Source: an optimization exercise on an open RTL-to-GDS flow (aim: small area, a short achievable clock period and few clock cycles). Production flows keep margins and buffers that such runs may drop.
In this exercise RTL edits were held to simulation tests only and were not proved equivalent to the original.
No activity file was given, so power comes from the tool's default toggle rates.

==> inputs of job 5946 <==
// mp_engine
module mp_engine (
    input  logic               clock,
    input  logic               reset_n,
    input  logic               load_write,
    input  logic               load_target,
    input  mp_pkg::dict_addr_t load_addr,
    input  mp_pkg::sample_t    load_data,
    input  logic               start,
    output logic               done,
    input  mp_pkg::atom_addr_t x_read_addr,
    output mp_pkg::coef_t      x_read_data
);
    logic [3:0] ph;
    always_ff @(posedge clock) begin
        if (!reset_n) ph <= '0;
        else          ph <= ph + 4'd1;
    end
    logic        lw_q;
    logic        lt_q;
    logic [3:0]  lrow_q;
    logic [2:0]  lsamp_q;
    logic [15:0] ld_q;
    always_ff @(posedge clock) begin
        lw_q    <= reset_n && load_write;
        lt_q    <= load_target;
        lrow_q  <= load_addr[6:3] - ph - 4'd2;
        lsamp_q <= load_addr[2:0];
        ld_q    <= load_data;
    end
    wire kill = lw_q;
    logic [15:0] dict [16][8];
    logic [15:0] y [8];
    always_ff @(posedge clock) begin
        for (int p = 0; p < 16; p++) begin
            for (int s = 0; s < 8; s++) begin
                if (lw_q && lt_q && lrow_q == 4'(p) && lsamp_q == 3'(s))
                    dict[p][s] <= ld_q;
                else
                    dict[p][s] <= dict[(p + 1) % 16][s];
            end
        end
        for (int s = 0; s < 8; s++) begin
            if (lw_q && !lt_q && lsamp_q == 3'(s)) y[s] <= ld_q;
        end
    end
    logic [4:0]  cnt;        
  ...
export LEC_CHECK = 0
export CAP_MARGIN = 20
export CORE_MARGIN = 2
export CORE_UTILIZATION = 55
export SLEW_MARGIN = 20
export SYNTH_HIERARCHICAL = 1
export SYNTH_MINIMUM_KEEP_SIZE = 0
create_clock -name core_clock -period 10.0 [get_ports {clock}]
standard.sh (not shown) runs the stock make flow with config.mk's settings and CLKGATE_MAP_FILE= SYNTH_SCRIPT=/design/flow/synth_recipe.tcl, a recipe that flattens the netlist after the stock synthesis.
==> flow/flow/run.sh <==
#!/bin/bash
set -euo pipefail
cd "$(dirname "$0")/.."
bash standard.sh SETUP_SLACK_MARGIN=6.4 finish > flow_make.log 2>&1
==> job 8744 (differences from job 5946) <==
--- a/flow/config.mk
+++ b/flow/config.mk
@@ -9,3 +9,4 @@
 export CORE_MARGIN = 2
-export CORE_UTILIZATION = 55
+export CORE_UTILIZATION = 62
+export CTS_CLUSTER_SIZE = 30
 export SLEW_MARGIN = 20
==> impl_metrics.ini <==
[global_routing]
grt_max_degree = 101

[clock_tree]
cts_setup_buffers = 297

[placed_design]
gp_congestion = 1.03

[sta]
finClkSkew_ns = 0.0806
min_period_ns = 3.82

[pwr]
powerComb_uw = 21100

[hold_path]
worstHoldEndpoint = upd_1$_DFF_P_

[critical_path]
path_cells = and2_4 -> fa_2 -> fa_1 -> fa_2 -> fa_2 -> fa_2 -> fa_2

[finish]
drive_gt1_frac = 0.357
mostFrequentLayoutCells = dfxtp_1, mux2_2, fa_1
inverters = 394
fin_nets = 16592

[status]
status = timing/DRC/antenna clean
# the run above: job 5946

==> impl_metrics.ini <==
[status]
status = timing/DRC/antenna clean

[finish]
mostFrequentLayoutCells = dfxtp_1, mux2_2, fa_1
inverters = 395
drive_gt1_frac = 0.352
seq_cell_count = 3418

[clock_tree]
cts_setup_buffers = 305

[placed_design]
gp_congestion = 1.01

[hold_path]
worstHoldEndpoint = first_3$_DFF_P_

[sta]
relSlewSlack = 0.0665
finClkSkew_ns = 0.0636
min_period_ns = 3.81

[critical_path]
path_cells = buf_6 -> and2_4 -> fa_2 -> fa_2 -> fa_2 -> fa_2 -> fa_2 -> fa_2

[pwr]
powerComb_uw = 21000
# the run above: job 8744

Testbench counts of job 5946, summed over its fixed seeds: cycles 11,264.
Testbench counts of job 8744, summed over its fixed seeds: cycles 11,264.

* * *

==> run G: inputs <==
Another version of the RTL of mp_engine (not shown whole).
==> flow/config.mk <==
export PLATFORM = sky130hd
export DESIGN_NAME = mp_engine
export DESIGN_NICKNAME = mp_engine
export VERILOG_FILES = /design/flow/design.v
export SDC_FILE = /design/flow/constraint.sdc
export NUM_CORES = 4
export LEC_CHECK = 0
export ABC_AREA = 1
export CAP_MARGIN = 20
export CORE_MARGIN = 2
export CORE_UTILIZATION = 62
export CTS_CLUSTER_SIZE = 30
export SLEW_MARGIN = 20
export SYNTH_HIERARCHICAL = 1
export SYNTH_MINIMUM_KEEP_SIZE = 0
==> flow/constraint.sdc <==
create_clock -name core_clock -period 10.0 [get_ports {clock}]
set_input_delay 2.0000 -clock core_clock [delete_from_list [all_inputs] [get_ports {clock}]]
set_output_delay 2.0000 -clock core_clock [all_outputs]
set_load 0.01 [all_outputs]
Scripts as last shown in full above: flow/flow/run.sh
==> inputs of run C, as changes to run G <==
Settings changed: ABC_AREA 1 to unset.
==> notes.md <==
Run C completed without violations. Run G ran to the end with no violations.
Of run G and run C, run C has the higher sequential share of layout area (gap 0.12 points).
Sequential power is about the same in run C and run G.
Clock-buffer cell count: run G is higher than run C (25).
Between run C and run G, the lower hold slack is in run G (gap 0.00051 ns).
In run G the die area is higher than in run C, by 3.0%.
Against run C, the clock skew of run G is lower by 0.0043 ns.
Testbench counts of run G, summed over its fixed seeds: cycles 10,545.
Testbench counts of run C, summed over its fixed seeds: cycles 10,545.

afterwards: timing with drivers on the ports:
The flow's constraints put no driver on any port. The routed layouts listed below were extracted and timed again, unchanged, in two steps. Step 1 (the two cells are an assumption about what drives the block):
set clk [get_ports {clock}]
set_driving_cell -lib_cell sky130_fd_sc_hd__clkbuf_16 $clk
set_driving_cell -lib_cell sky130_fd_sc_hd__buf_2 [delete_from_list [all_inputs] $clk]
Step 2, shift: input delay + t, output delay - t, t = (earliest + latest rising clock arrival at the registers) / 2. This alone moves slack from input paths to output paths. Slacks: ideal ports / drivers / drivers and shift; pairs: ideal ports / drivers.
run	shift t [ns]	setup slack, ns	worst setup path after step 2	pins driven straight from the clock port
job 5946	1.042	6.181 / 6.181 / 5.820	input to register	1
job 8744	1.036	6.190 / 6.190 / 5.889	input to register	1
run G	1.028	6.316 / 6.316 / 5.618	input to register	1
run C	1.028	6.282 / 6.282 / 5.551	input to register	1
After both steps every run listed still meets setup and hold. For run C, which loses most, drivers alone change the setup slack by 0.000 ns; drivers and shift together by -0.731 ns.
